This is an optimization exercise on Yosys and OpenROAD, whose aim is small area, a short achievable clock period and few clock cycles, not a production implementation. In this exercise RTL edits were held to simulation tests only and were not proved equivalent to the original.

Setup of run 1:
Design modular_exponentiation, start of the top module:
module modular_exponentiation #(
	parameter int OPERAND_BITS = 32
) (
	input  logic        clk,
	input  logic        arst_n,
	input  logic        s_tvalid,
	output logic        s_tready,
	input  logic [95:0] s_tdata,
	output logic        m_tvalid,
	input  logic        m_tready,
	output logic [31:0] m_tdata,
	output logic        m_tuser
);
	localparam int W = OPERAND_BITS;
	typedef enum logic [2:0] {
		S_IDLE = 3'd0,
		S_CHK  = 3'd1,
		S_SKIP = 3'd2,
		S_RUN  = 3'd3,
		S_DONE = 3'd4,
		S_OUT  = 3'd5
	} seq_state_t;
	seq_state_t   state_q;
	logic [W-1:0] mod_q;
	logic [W-1:0] acc_q;
	logic [W-1:0] r_q;
	logic         bit_q;
	logic         sq_q;
	logic [4:0]   cnt_q;
	logic [4:0]   eidx_q;
	logic         err_q;
	logic [W-1:0] in_b;
	logic [W-1:0] in_e;
	logic [W-1:0] step;
	logic         ebit;
	logic         last;
	assign in_b = s_tdata[31:0];
	assign in_e = s_tdata[63:32];
	assign ebit = in_e[eidx_q];
	assign last = (cnt_q == 5'd0);
	mexp_unit #(
		.W(W)
	) u_unit (
		.bit_i(bit_q),
		.r_i  (r_q),
		.a_i  (acc_q),
		.m_i  (mod_q),
		.y_o  (step)
	);
	always_ff @(posedge clk) begin
		mod_q <= s_tdata[95:64];
	end
	always_ff @(posedge clk or negedge arst_n) begin
		if (!arst_n) begin
			state_q <= S_IDLE;
		end else begin
			unique case (state_q)
				S_IDLE: begin
					if (s_tvalid) begin
						state_q <= S_CHK;
					end
				end
				S_CHK: begin
					if (mod_q == '0 || in_e == '0) begin
						state_q <= S_DONE;
					end else begin
						state_q <= S_SKIP;
					end
				end
				S_SKIP: begin
					if (ebit) begin
						state_q <= S_RUN;
					end
				end
				S_RUN: begin
					if (last && !(sq_q && ebit) && eidx_q == 5'd0) begin
						state_q <= S_DONE;
					end
				end
				S_DONE: begin
					state_q <= S_OUT;
				end
				S_OUT: begin
					if (m_tready) begin
						state_q <= s_tvalid ? S_CHK : S_IDLE;
					end
				end
  ...
For scale: ~1300 cells after synthesis, about 110 flip-flops, roughly 140 I/O pins, roughly 12000 µm² of cells after synthesis.
==> flow/config.mk <==
export PLATFORM = sky130hd
export DESIGN_NAME = modular_exponentiation
export DESIGN_NICKNAME = modular_exponentiation
export VERILOG_FILES = /design/flow/design.v
export SDC_FILE = /design/flow/constraint.sdc
export NUM_CORES = 4
export LEC_CHECK = 0
export ABC_CLOCK_PERIOD_IN_PS = 2500
export CAP_MARGIN = 20
export CORE_MARGIN = 2
export CORE_UTILIZATION = 40
export SETUP_SLACK_MARGIN = 3.5
export SLEW_MARGIN = 20
export TNS_END_PERCENT = 100
==> flow/constraint.sdc <==
create_clock -name core_clock -period 7.0 [get_ports {clk}]
set_input_delay 1.4000 -clock core_clock [delete_from_list [all_inputs] [get_ports {clk}]]
set_output_delay 1.4000 -clock core_clock [all_outputs]
set_load 0.01 [all_outputs]
run.sh (not shown) runs the stock make flow with config.mk's settings and CLKGATE_MAP_FILE= SYNTH_SCRIPT=/design/flow/synth_recipe.tcl, a recipe that flattens the netlist after the stock synthesis.
Testbench counts of run 1, summed over its fixed seeds: cycles 282,571.
--- input diff run 1..run 2 ---
Settings: SETUP_SLACK_MARGIN now 2.5, was 3.5.
## What came out
The final layout from run 2, which completed every stage, passed the timing, DRC and antenna checks at the end of the flow. Compared with run 1, run 2 shows a largest net degree at the start of global routing that is 2.1% higher. Comparing run 2 and run 1, measured slew at the worst slew-check pin is lower on run 2. Diff run 1 -> run 2 | final net count | down by a few percent. The fraction of final layout cells sized beyond drive strength 1 of run 2 falls short of that of run 1 by 14 points. Run 1 has higher utilization than run 2.
For run 3, these inputs were changed with respect to run 2:
Settings: TNS_END_PERCENT: 100 -> unset; SETUP_SLACK_MARGIN: 2.5 -> unset; ABC_CLOCK_PERIOD_IN_PS: 2500 -> unset.
As far as H-tree level count goes, run 2 and run 3 are indistinguishable; the numbers are identical. In the flow results for run 2 and run 3, the stage delay of the slowest cell on the critical path is smaller on run 2. Going from run 2 to run 3, summed instance area of the synthesized netlist flat; worst hold slack down 0.0033 ns; final setup slack of the worst path down 0.77 ns; number of standard cells in the final layout excluding fillers down about 0.64%. When the final numbers for run 2 and run 3 were put side by side, the total non-filler cell area in the finished layout turned out to be greater in run 2. Run 2 → run 3: area growth from synthesis to layout shrank by 2.1 points, share of the cycle needed by the critical path after routing rose 11 points.

========
Another version of the RTL of modular_exponentiation (not shown whole).
For scale: ~1400 cells after synthesis, ~12000 sq um of cells after synthesis.
## modular_exponentiation
module modular_exponentiation #(
	parameter int OPERAND_BITS = 32
) (
	input  logic        clk,
	input  logic        arst_n,
	input  logic        s_tvalid,
	output logic        s_tready,
	input  logic [95:0] s_tdata,
	output logic        m_tvalid,
	input  logic        m_tready,
	output logic [31:0] m_tdata,
	output logic        m_tuser
);
	localparam int W = OPERAND_BITS;
	typedef enum logic [2:0] {
		S_IDLE = 3'd0,
		S_CHK  = 3'd1,
		S_SKIP = 3'd2,
		S_RUN  = 3'd3,
		S_DONE = 3'd4,
		S_OUT  = 3'd5
	} seq_state_t;
	seq_state_t   state_q;
	logic [W-1:0] mod_q;
	logic [W-1:0] acc_q;
	logic [W-1:0] r_q;
	logic         bit_q;
	logic         sq_q;
	logic [4:0]   cnt_q;
	logic [4:0]   eidx_q;
	logic         err_q;
	logic [W-1:0] in_b;
	logic [W-1:0] in_e;
	logic [W-1:0] step;
	logic         ebit;
	logic         last;
	assign in_b = s_tdata[31:0];
	assign in_e = s_tdata[63:32];
	assign ebit = in_e[eidx_q];
	assign last = (cnt_q == 5'd0);
	mexp_unit #(
		.W(W)
	) u_unit (
		.bit_i(bit_q),
		.r_i  (r_q),
		.a_i  (acc_q),
		.m_i  (mod_q),
		.y_o  (step)
	);
	always_ff @(posedge clk) begin
		mod_q <= s_tdata[95:64];
	end
	always_ff @(posedge clk or negedge arst_n) begin
		if (!arst_n) begin
			state_q <= S_IDLE;
		end else begin
			unique case (state_q)
				S_IDLE: begin
					if (s_tvalid) begin
						state_q <= S_CHK;
					end
				end
				S_CHK: begin
					if (mod_q == '0 || in_e == '0) begin
						state_q <= S_DONE;
					end else begin
						state_q <= S_SKIP;
					end
				end
				S_SKIP: begin
					if (ebit) begin
						state_q <= S_RUN;
					end
				end
				S_RUN: begin
					if (last && !(sq_q && ebit) && eidx_q == 5'd0) begin
						state_q <= S_DONE;
					end
				end
				S_DONE: begin
					state_q <= S_OUT;
				end
				S_OUT: begin
					if (m_tready) begin
						state_q <= s_tvalid ? S_CHK : S_IDLE;
					end
				end
				default: begin
					state_q <= S_IDLE;
				end
			endcase
		end
	end
	always_ff @(posedge clk) begin
		if (state_q == S_RUN && !last) begin
			r_q <= step;
		end else begin
			r_q <= '0;
		end
	end
	always_ff @(posedge clk) begin
		unique case (state_q)
			S_CHK: begin
				err_q  <= (mod_q == '0);
				acc_q  <= (mod_q == '0) ? W'(0) : W'(1);
				eidx_q <= 5'd31;
			end
			S_SKIP: begin
				sq_q  <= 1'b0;
				cnt_q <= 5'd31;
				bit_q <= in_b[W-1];
				if (!ebit) begin
  ...
Settings: LEC_CHECK=0, CAP_MARGIN=20, CORE_MARGIN=2, CORE_UTILIZATION=40, SETUP_SLACK_MARGIN=2.5, SLEW_MARGIN=20, TNS_END_PERCENT=100; clock period 7.0 ns.
standard.sh (not shown) runs the stock make flow with config.mk's settings and CLKGATE_MAP_FILE= SYNTH_SCRIPT=/design/flow/synth_recipe.tcl, a recipe that flattens the netlist after the stock synthesis.
==> flow/flow/run.sh <==
#!/bin/bash
# layout flow: the standard one, except that repair may resize cells to any footprint
# (the platform default limits resizing to cells of the same footprint)
bash standard.sh MATCH_CELL_FOOTPRINT=0 finish > standard.log 2>&1
Testbench counts at the start, summed over its fixed seeds: cycles 282,571.
Then changed:
SETUP_SLACK_MARGIN = 3.5   (was 2.5)
The changed run finished clean.
Die area does not change.
Clock skew hardly moves.
Synthesized cell count stays the same.
Maximum frequency rises by 8.4%.
Then changed:
==> flow/run.sh (new file) <==
#!/bin/bash
# synth_recipe.tcl (not shown) runs the flow's synth.tcl, then flattens the netlist and writes it again
# the make line also repeats each setting of config.mk as NAME=value (left out here)
make -C /OpenROAD-flow-scripts/flow DESIGN_CONFIG=/design/flow/config.mk WORK_HOME=/design/flow/orfs CLKGATE_MAP_FILE= SYNTH_SCRIPT=/design/flow/synth_recipe.tcl finish
SETUP_SLACK_MARGIN = 2.5   (was 3.5)
removed: flow/flow/run.sh
removed: flow/standard.sh
What happened: Register-to-register slack gets worse by 350 ps; wire length falls by 7.8%; final area falls by 12%; sequential share of layout area rises by 2.3 points; global-route usage falls by 2.0 points; non-clock buffer count falls by 67; synthesized area does not change; final cell count falls by 3.4%.
Then changed:
ABC_AREA = 1   (was unset)
What happened: The new run went through all stages and came out clean. Die area rises by 14%. Synthesized cell count rises by 49%. Wire length rises by 42%. Cell area rises by 11%.

========
modular_exponentiation, a different RTL version from the one above (not shown whole).
Size: about 110 flip-flops, about 140 I/O pins, roughly 0.011 mm2 of cells after synthesis.
export LEC_CHECK = 0
export CAP_MARGIN = 20
export CORE_MARGIN = 2
export CORE_UTILIZATION = 40
export SETUP_SLACK_MARGIN = 2.8
export SLEW_MARGIN = 20
export TNS_END_PERCENT = 100
create_clock -name core_clock -period 7.0 [get_ports {clk}]
==> flow/flow/run.sh <==
#!/bin/bash
# layout flow: the standard one, except that the port buffers (every input and output port still
# gets one) are the platform's smallest plain buffer instead of the delay buffer buffer_ports picks
bash standard.sh "BUFFER_PORTS_ARGS=-buffer_cell sky130_fd_sc_hd__buf_1" finish > standard.log 2>&1
The starting point completed with no timing, DRC or antenna violations.
Testbench counts at the start, summed over its fixed seeds: cycles 282,571.
Edit:
Settings changed: CORE_UTILIZATION 40 to 45, SETUP_SLACK_MARGIN 2.8 to 2.7.
After rerunning: Hold slack improves by 14 ps. Synthesized cell count stays the same. Final cell count came out lower by 1.5%.
Edit:
Settings changed: CORE_UTILIZATION 45 to 40, SETUP_SLACK_MARGIN 2.7 to 2.6.
Result:
- clock-buffer cell count goes down by 3
- non-clock buffer count goes down by 1
- global-route usage goes down by 1.9 points
- synthesized area does not change
- maximum frequency goes down by 1.3%
- worst setup slack is worse by 57 ps
- utilization goes down by 6.0 points
Edit:
Settings changed: SETUP_SLACK_MARGIN 2.6 to 2.7.
Synthesized cell count does not change.
Via count came out higher by 0.40%.
Utilization came out higher by 0.23 points.
Setup slack is better by 110 ps.
Routed wire length stays flat.
Worst hold slack stays flat.

## afterwards: timing with drivers on the ports
In the flow no input, the clock included, has a driving cell. The finished layouts below were timed again as built, in two steps. Step 1 assumes that a clkbuf_16 drives the clock port and a buf_2 every other input. Step 2, shift: input delay + t, output delay - t, t = (earliest + latest rising clock arrival at the registers) / 2. This alone moves slack from input paths to output paths. a / b / c = no drivers / after step 1 / after step 2; a / b = the first two.
run | t (ns) | setup slack, ns | worst hold slack (ns) | worst slew at a driven data input, ns | pins driven straight from the clock port
run 1 | 0.422 | 2.910 / 2.910 / 2.910 | 0.659 / 0.659 / 0.659 | 0.05 | 1
run 2 | 0.420 | 2.677 / 2.677 / 2.677 | 0.651 / 0.651 / 0.651 | 0.05 | 1
run 3 | 0.418 | 1.904 / 1.904 / 1.904 | 0.648 / 0.648 / 0.648 | 0.05 | 1
the first run of note 2 | 0.419 | 2.528 / 2.528 / 2.528 | 0.660 / 0.660 / 0.660 | 0.07 | 1
the second run of note 2 | 0.424 | 2.875 / 2.875 / 2.875 | 0.661 / 0.661 / 0.661 | 0.06 | 1
the third run of note 2 | 0.419 | 2.528 / 2.528 / 2.528 | 0.660 / 0.660 / 0.660 | 0.07 | 1
the fourth run of note 2 | 0.427 | 2.915 / 2.915 / 2.915 | 0.543 / 0.543 / 0.543 | 0.09 | 1
the first run of note 3 | 0.419 | 2.810 / 2.810 / 2.810 | 0.541 / 0.541 / 0.541 | 0.05 | 1
the second run of note 3 | 0.407 | 2.806 / 2.806 / 2.806 | 0.555 / 0.555 / 0.555 | 0.08 | 1
the third run of note 3 | 0.417 | 2.749 / 2.749 / 2.749 | 0.542 / 0.542 / 0.542 | 0.05 | 1
the fourth run of note 3 | 0.419 | 2.857 / 2.857 / 2.857 | 0.543 / 0.543 / 0.543 | 0.05 | 1
After both steps setup and hold are still met in every run listed.
